Source: an optimization exercise on an open RTL-to-GDS flow (aim: small area, a short achievable clock period and few clock cycles per item). Production flows keep margins and buffers that such runs may drop.
RTL that was checked went through simulation tests only; none was proved equivalent to the original.

Design flash_sector_mapper, start of the top module:
module flash_sector_mapper
(
    input  wire                  clk,
    input  wire                  rst_n,
    input  wire                  s_tvalid,
    output logic                 s_tready,
    input  wire  [S_TDATA_W-1:0] s_tdata,    
    input  wire  [OP_W-1:0]      s_tuser,    
    output logic                 m_tvalid,
    input  wire                  m_tready,
    output logic [M_TDATA_W-1:0] m_tdata,    
    output logic                 m_tuser,    
    input  wire                  psel,
    input  wire                  penable,
    input  wire                  pwrite,
    input  wire  [PADDR_W-1:0]   paddr,
    input  wire  [PDATA_W-1:0]   pwdata,
    output logic [PDATA_W-1:0]   prdata,
    output logic                 pready
);
For scale: about 4000 cells after synthesis, ~580 flip-flops, ~41000 um2 of cells after synthesis.
make LEC_CHECK=0 CAP_MARGIN=20 CORE_MARGIN=2 CORE_UTILIZATION=40 SLEW_MARGIN=20 finish   # period 11.0 ns
run.sh (not shown) runs the stock make flow with config.mk's settings and CLKGATE_MAP_FILE= SYNTH_SCRIPT=/design/flow/synth_recipe.tcl, a recipe that flattens the netlist after the stock synthesis.
Testbench counts at the start, summed over its fixed seeds: cycles 4,992, queries 4,800.
Change:
==> flow/flow/run.sh (new file) <==
#!/bin/bash
set -euo pipefail
export SETUP_SLACK_MARGIN=7
bash standard.sh > run.log 2>&1
==> flow/standard.sh (new file) <==
#!/bin/bash
# synth_recipe.tcl (not shown) runs the flow's synth.tcl, then flattens the netlist and writes it again
# the make line also repeats each setting of config.mk as NAME=value (left out here)
make -C /OpenROAD-flow-scripts/flow DESIGN_CONFIG=/design/flow/config.mk WORK_HOME=/design/flow/orfs CLKGATE_MAP_FILE= SYNTH_SCRIPT=/design/flow/synth_recipe.tcl "${@:-finish}"
removed: flow/run.sh
First-iteration DRC count is higher by a few percent.
Setup slack improves by 1600 ps.
Die area does not change.
Via count rose by a few percent.
Sequential share of layout area drops by 2.5 points.
Core utilization climbs by 3.7 points.
Maximum frequency went up by a quarter to a third.

* * *

## before
Another version of the RTL of flash_sector_mapper (not shown whole).
Size in the first run: ~4000 cells after synthesis.
## flash_sector_mapper
module flash_sector_mapper
(
    input  wire                  clk,
    input  wire                  rst_n,
    input  wire                  s_tvalid,
    output logic                 s_tready,
    input  wire  [S_TDATA_W-1:0] s_tdata,    
    input  wire  [OP_W-1:0]      s_tuser,    
    output logic                 m_tvalid,
    input  wire                  m_tready,
    output logic [M_TDATA_W-1:0] m_tdata,    
    output logic                 m_tuser,    
    input  wire                  psel,
    input  wire                  penable,
    input  wire                  pwrite,
    input  wire  [PADDR_W-1:0]   paddr,
    input  wire  [PDATA_W-1:0]   pwdata,
    output logic [PDATA_W-1:0]   prdata,
    output logic                 pready
);
==> flow/config.mk <==
export PLATFORM = sky130hd
export DESIGN_NAME = flash_sector_mapper
export DESIGN_NICKNAME = flash_sector_mapper
export VERILOG_FILES = /design/flow/design.v
export SDC_FILE = /design/flow/constraint.sdc
export NUM_CORES = 4
export LEC_CHECK = 0
export CAP_MARGIN = 20
export CORE_MARGIN = 2
export CORE_UTILIZATION = 40
export SETUP_SLACK_MARGIN = 5
export SLEW_MARGIN = 20
==> flow/constraint.sdc <==
create_clock -name core_clock -period 11.0 [get_ports {clk}]
set_input_delay 2.2000 -clock core_clock [delete_from_list [all_inputs] [get_ports {clk}]]
set_output_delay 2.2000 -clock core_clock [all_outputs]
set_load 0.01 [all_outputs]
Stock flow here: none of the scripts above is used.
Changes in after relative to before:
Settings: SETUP_SLACK_MARGIN: 5 -> unset.
--- outcome ---
Highest signal layer in the routed design: met5 -> after, met4 -> before. From before to after the numbers moved as follows: number of logic inverters in the finished layout fell by 1, routability congestion estimate now sits higher, initial antenna violation count increased by 3 relative to the old numbers. When after is set beside before, its global-route usage turns out to be 1.2 points smaller.
No run of this note included a check of the RTL's function; only the layout flow was run.

* * *

flash_sector_mapper, a different RTL version from the one above (not shown whole).
For scale: roughly 4,000 cells after synthesis, roughly 620 flip-flops, roughly 190 I/O pins.
export LEC_CHECK = 0
export CAP_MARGIN = 20
export CORE_MARGIN = 2
export CORE_UTILIZATION = 40
export SLEW_MARGIN = 20
create_clock -name core_clock -period 11.0 [get_ports {clk}]
standard.sh (not shown) runs the stock make flow with config.mk's settings and CLKGATE_MAP_FILE= SYNTH_SCRIPT=/design/flow/synth_recipe.tcl, a recipe that flattens the netlist after the stock synthesis.
==> flow/flow/run.sh <==
#!/bin/bash
set -euo pipefail
export SETUP_SLACK_MARGIN=6
bash standard.sh > run.log 2>&1
The baseline finished with timing, DRC and antenna clean.
Testbench counts at the start, summed over its fixed seeds: cycles 5,056, queries 4,800.
Rerun with:
==> flow/flow/run.sh (replaced) <==
#!/bin/bash
set -euo pipefail
export SETUP_SLACK_MARGIN=6.5
bash standard.sh > run.log 2>&1
Result: The new run finished with timing, DRC and antenna clean. Non-clock buffer count increases by 63. Critical path depth increases by 10. Global-route usage increases by 0.16 points. Wire length climbs slightly. Die area does not change. Via count climbs slightly. Maximum frequency rose by roughly a tenth. Setup slack is better by 0.44 ns. Cell area climbs slightly.
Rerun with:
==> flow/run.sh (new file) <==
#!/bin/bash
# synth_recipe.tcl (not shown) runs the flow's synth.tcl, then flattens the netlist and writes it again
# the make line also repeats each setting of config.mk as NAME=value (left out here)
make -C /OpenROAD-flow-scripts/flow DESIGN_CONFIG=/design/flow/config.mk WORK_HOME=/design/flow/orfs CLKGATE_MAP_FILE= SYNTH_SCRIPT=/design/flow/synth_recipe.tcl finish
removed: flow/flow/run.sh
removed: flow/standard.sh
=> The changed run produced a clean layout; worst setup slack gets worse by 1.4 ns; global-route usage came out lower by 0.41 points; core utilization falls by 1.2 points; via count shrinks by a few percent; worst hold slack improved by 0.0084 ns; routed wire length falls by a few percent; critical path depth went up by 2; cell area fell by a few percent; first-iteration DRC count goes up slightly.
Rerun with:
==> flow/flow/run.sh (new file) <==
#!/bin/bash
set -euo pipefail
export SETUP_SLACK_MARGIN=7
bash standard.sh > run.log 2>&1
==> flow/standard.sh (new file) <==
#!/bin/bash
# synth_recipe.tcl (not shown) runs the flow's synth.tcl, then flattens the netlist and writes it again
# the make line also repeats each setting of config.mk as NAME=value (left out here)
make -C /OpenROAD-flow-scripts/flow DESIGN_CONFIG=/design/flow/config.mk WORK_HOME=/design/flow/orfs CLKGATE_MAP_FILE= SYNTH_SCRIPT=/design/flow/synth_recipe.tcl "${@:-finish}"
removed: flow/run.sh
What happened: Routed wire length is higher by a few percent; final cell count rises by a few percent; cell area grows by a little under a tenth; setup slack gets better by 1.3 ns; critical path depth is unchanged; first-iteration DRC count rose by a few percent; via count climbs by a few percent.

* * *

== job 4314 ==
Another version of the RTL of flash_sector_mapper (not shown whole).
Size: roughly 4,000 cells after synthesis, roughly 570 flip-flops, about 190 I/O pins.
// flash_sector_mapper
module flash_sector_mapper
(
    input  wire                  clk,
    input  wire                  rst_n,
    input  wire                  s_tvalid,
    output logic                 s_tready,
    input  wire  [S_TDATA_W-1:0] s_tdata,    
    input  wire  [OP_W-1:0]      s_tuser,    
    output logic                 m_tvalid,
    input  wire                  m_tready,
    output logic [M_TDATA_W-1:0] m_tdata,    
    output logic                 m_tuser,    
    input  wire                  psel,
    input  wire                  penable,
    input  wire                  pwrite,
    input  wire  [PADDR_W-1:0]   paddr,
    input  wire  [PDATA_W-1:0]   pwdata,
    output logic [PDATA_W-1:0]   prdata,
    output logic                 pready
);
    logic [23:0] region0, region1, region2, region3;
    logic [31:0] base;
    logic [7:0]  first_index;
    logic [4:0]  scale;
    logic        region_wr;
    logic        fast;
    logic [3:0]  shf0, shf1, shf2, shf3, szero;
    logic [9:0]  cum1, cum2, cum3, cum4;
    logic [25:0] end0, end1, end2, end3;
    logic        pre_inject;
    logic [7:0]  pre_cnt;
    logic [1:0]  pre_reg;
    logic        busy, busy_next, idle_next, stall;
    logic [23:0] acc;
    logic        adv, r2_v, r2_end, r4_v, r4_div;
    logic [7:0]  r2_j;
    logic [15:0] r2_size, r4_size;
    logic [23:0] r4_off;
    logic [26:0] pos;
  ...
export LEC_CHECK = 0
export CAP_MARGIN = 20
export CORE_MARGIN = 2
export CORE_UTILIZATION = 40
export SLEW_MARGIN = 20
create_clock -name core_clock -period 11.0 [get_ports {clk}]
==> flow/flow/run.sh <==
#!/bin/bash
set -euo pipefail
export SETUP_SLACK_MARGIN=7
bash standard.sh > run.log 2>&1
Job 4314: PASS, flow complete, no timing, DRC or antenna violations
Testbench counts of job 4314, summed over its fixed seeds: cycles 4,992, queries 4,800.
Relative to job 4314, the following input files were edited for job 9516:
Settings: SETUP_SLACK_MARGIN now 5, previously not set.
==> flow/run.sh (new file) <==
#!/bin/bash
# synth_recipe.tcl (not shown) runs the flow's synth.tcl, then flattens the netlist and writes it again
# the make line also repeats each setting of config.mk as NAME=value (left out here)
make -C /OpenROAD-flow-scripts/flow DESIGN_CONFIG=/design/flow/config.mk WORK_HOME=/design/flow/orfs CLKGATE_MAP_FILE= SYNTH_SCRIPT=/design/flow/synth_recipe.tcl finish
removed: flow/flow/run.sh
removed: flow/standard.sh
--- outcome ---
Looking at total routing usage reported by global routing across job 9516 and job 4314, the one that comes out higher is job 4314.
Instance area after placement on job 9516 is down relative to job 4314.
Re signed area change from the synthesized netlist to the final layout: job 9516 and job 4314 aren't equal, and the higher value belongs to job 4314.
When the final numbers for job 9516 and job 4314 were put side by side, the post-route fraction of the period consumed by the critical path turned out to be greater in job 9516.
Setup changes, job 9516 to job 5404
Settings: a deleted SETUP_SLACK_MARGIN that had been 5.
### Flow results
- The final layout from job 5404, which completed every stage, passed the timing, DRC and antenna checks at the end of the flow.
- Job 5404 vs job 9516, count of cell instances traversed by the critical path went up by 3.
- Taking job 9516 as the reference point, the number of buffers inserted during clock tree synthesis of job 5404 falls by 1.4%.
- Of the two values seen for critical-path cell with the highest stage delay, xnor2_1 was produced by job 5404 and mux4_2 by job 9516.
- Changes observed in job 5404 relative to job 9516: proportion of cell area occupied by registers went up, number of clock-tree buffers in the layout went down.

* * *

Setup of JK:
flash_sector_mapper, a different RTL version from the one above (not shown whole).
For scale: ~580 flip-flops, roughly 0.040 mm² of cells after synthesis.
// flash_sector_mapper
module flash_sector_mapper
(
    input  wire                  clk,
    input  wire                  rst_n,
    input  wire                  s_tvalid,
    output logic                 s_tready,
    input  wire  [S_TDATA_W-1:0] s_tdata,    
    input  wire  [OP_W-1:0]      s_tuser,    
    output logic                 m_tvalid,
    input  wire                  m_tready,
    output logic [M_TDATA_W-1:0] m_tdata,    
    output logic                 m_tuser,    
    input  wire                  psel,
    input  wire                  penable,
    input  wire                  pwrite,
    input  wire  [PADDR_W-1:0]   paddr,
    input  wire  [PDATA_W-1:0]   pwdata,
    output logic [PDATA_W-1:0]   prdata,
    output logic                 pready
);
    logic [23:0] region0, region1, region2, region3;
    logic [31:0] base;
    logic [7:0]  first_index;
    logic [4:0]  scale;
    logic        region_wr;
    logic        fast;
    logic [3:0]  shf0, shf1, shf2, shf3, szero, last_live;
    logic [9:0]  cum1, cum2, cum3, cum4;
  ...
export LEC_CHECK = 0
export CAP_MARGIN = 20
export CORE_MARGIN = 2
export CORE_UTILIZATION = 40
export SLEW_MARGIN = 20
create_clock -name core_clock -period 11.0 [get_ports {clk}]
==> flow/flow/run.sh <==
#!/bin/bash
set -euo pipefail
export SETUP_SLACK_MARGIN=8
bash standard.sh > run.log 2>&1
JK was carried through to the last stage, and its layout satisfied the timing, DRC and antenna checks.
diff inputs: JK => MS
==> flow/flow/run.sh <==
#!/bin/bash
set -euo pipefail
export SETUP_SLACK_MARGIN=7
bash standard.sh > run.log 2>&1
==> comparison <==
- What the final checks of MS revealed, after a flow that finished every stage, was a layout that fails on capacitance limit, slew limit.
- The final weighted congestion of routability-driven global placement of MS is higher than that of JK.
- Relative to JK, the multi-input gate share of total cell area of MS is lower by 0.28 points.
- MS vs. JK: logic depth of the worst register-to-register path shows a reduction of 1; post-cts resize count shows a reduction of 49%.
- Between JK and MS, detailed-route via count is lower for MS, JK comes in above that.
- Fmax (MS vs. JK) increases by a few percent
- Diff JK and MS: final-layout clock buffer total lower in JK
Setup changes, MS to AL
- CORE_UTILIZATION: 40 -> 60
==> flow/flow/run.sh <==
#!/bin/bash
set -euo pipefail
export SETUP_SLACK_MARGIN=8
bash standard.sh > run.log 2>&1
### Flow results
- AL: all stages complete, timing, DRC and antenna checks passed
- Between MS and AL, cell total after placement is higher for MS, AL comes in under that.
- Changes observed in AL relative to MS: detailed-route wire length went up by about 23%; post-synthesis area per instance was more or less identical; maximum frequency went down by about 5.5%; number of diodes went up by 7.
- The starting utilization of the core area number comes out higher for AL vs MS.
- Row wire length on met1: AL higher / MS lower
- Going from MS to AL, die span in y shrank by more than 10%.
- Post-route clock period utilization for AL is higher than for MS.
No functional check of the RTL was part of any run of this note.

-- afterwards: timing with drivers on the ports --
The flow's constraints put no driver on any port. The routed layouts listed below were extracted and timed again, unchanged, in two steps. Step 1: set_driving_cell puts a clkbuf_16 on clk and a buf_2 on each other input, an assumption about the parent block. Step 2 adds t to the input delays and takes it off the output delays; t is the mean of the earliest and latest rising clock arrival at the registers after step 1. Input paths then give back, and output paths get back, about the clock's delay inside the block. Three values: ideal, step 1, step 2; two values: the first two.
run	t, ns	setup WS [ns]	worst hold slack (ns)	worst setup path at the end	clock arrival spread, ns
the first run of note 1	0.675	4.743 / 4.743 / 4.743	0.430 / 0.430 / 0.430	register to register	0.029 / 0.029
the second run of note 1	0.726	6.384 / 6.384 / 6.384	0.418 / 0.418 / 0.418	register to register	0.031 / 0.031
before	0.697	2.912 / 2.912 / 2.912	0.478 / 0.478 / 0.478	register to register	0.028 / 0.028
after	0.685	0.790 / 0.790 / 0.790	0.463 / 0.463 / 0.463	register to register	0.033 / 0.033
the first run of note 3	0.684	6.149 / 6.189 / 5.518	0.414 / 0.414 / 0.414	input to register	0.022 / 0.022
the second run of note 3	0.694	6.590 / 6.590 / 5.966	0.416 / 0.416 / 0.416	input to register	0.021 / 0.021
the third run of note 3	0.683	5.200 / 5.200 / 5.200	0.424 / 0.424 / 0.424	register to register	0.025 / 0.026
the fourth run of note 3	0.687	6.511 / 6.511 / 6.462	0.394 / 0.394 / 0.394	input to register	0.034 / 0.034
job 4314	0.696	5.696 / 5.696 / 5.696	0.444 / 0.444 / 0.444	register to register	0.028 / 0.027
job 9516	0.693	5.256 / 5.256 / 5.256	0.430 / 0.430 / 0.430	register to register	0.043 / 0.043
job 5404	0.679	4.289 / 4.289 / 4.289	0.421 / 0.421 / 0.421	register to register	0.036 / 0.036
JK	0.700	6.219 / 6.219 / 6.219	0.424 / 0.424 / 0.424	register to register	0.031 / 0.031
MS	0.703	6.437 / 6.437 / 6.375	0.421 / 0.421 / 0.421	input to register	0.033 / 0.033
AL	0.693	6.171 / 6.171 / 6.171	0.423 / 0.423 / 0.423	register to register	0.040 / 0.040
For the first run of note 3, which loses most, drivers alone change the setup slack by +0.040 ns; drivers and shift together by -0.631 ns.
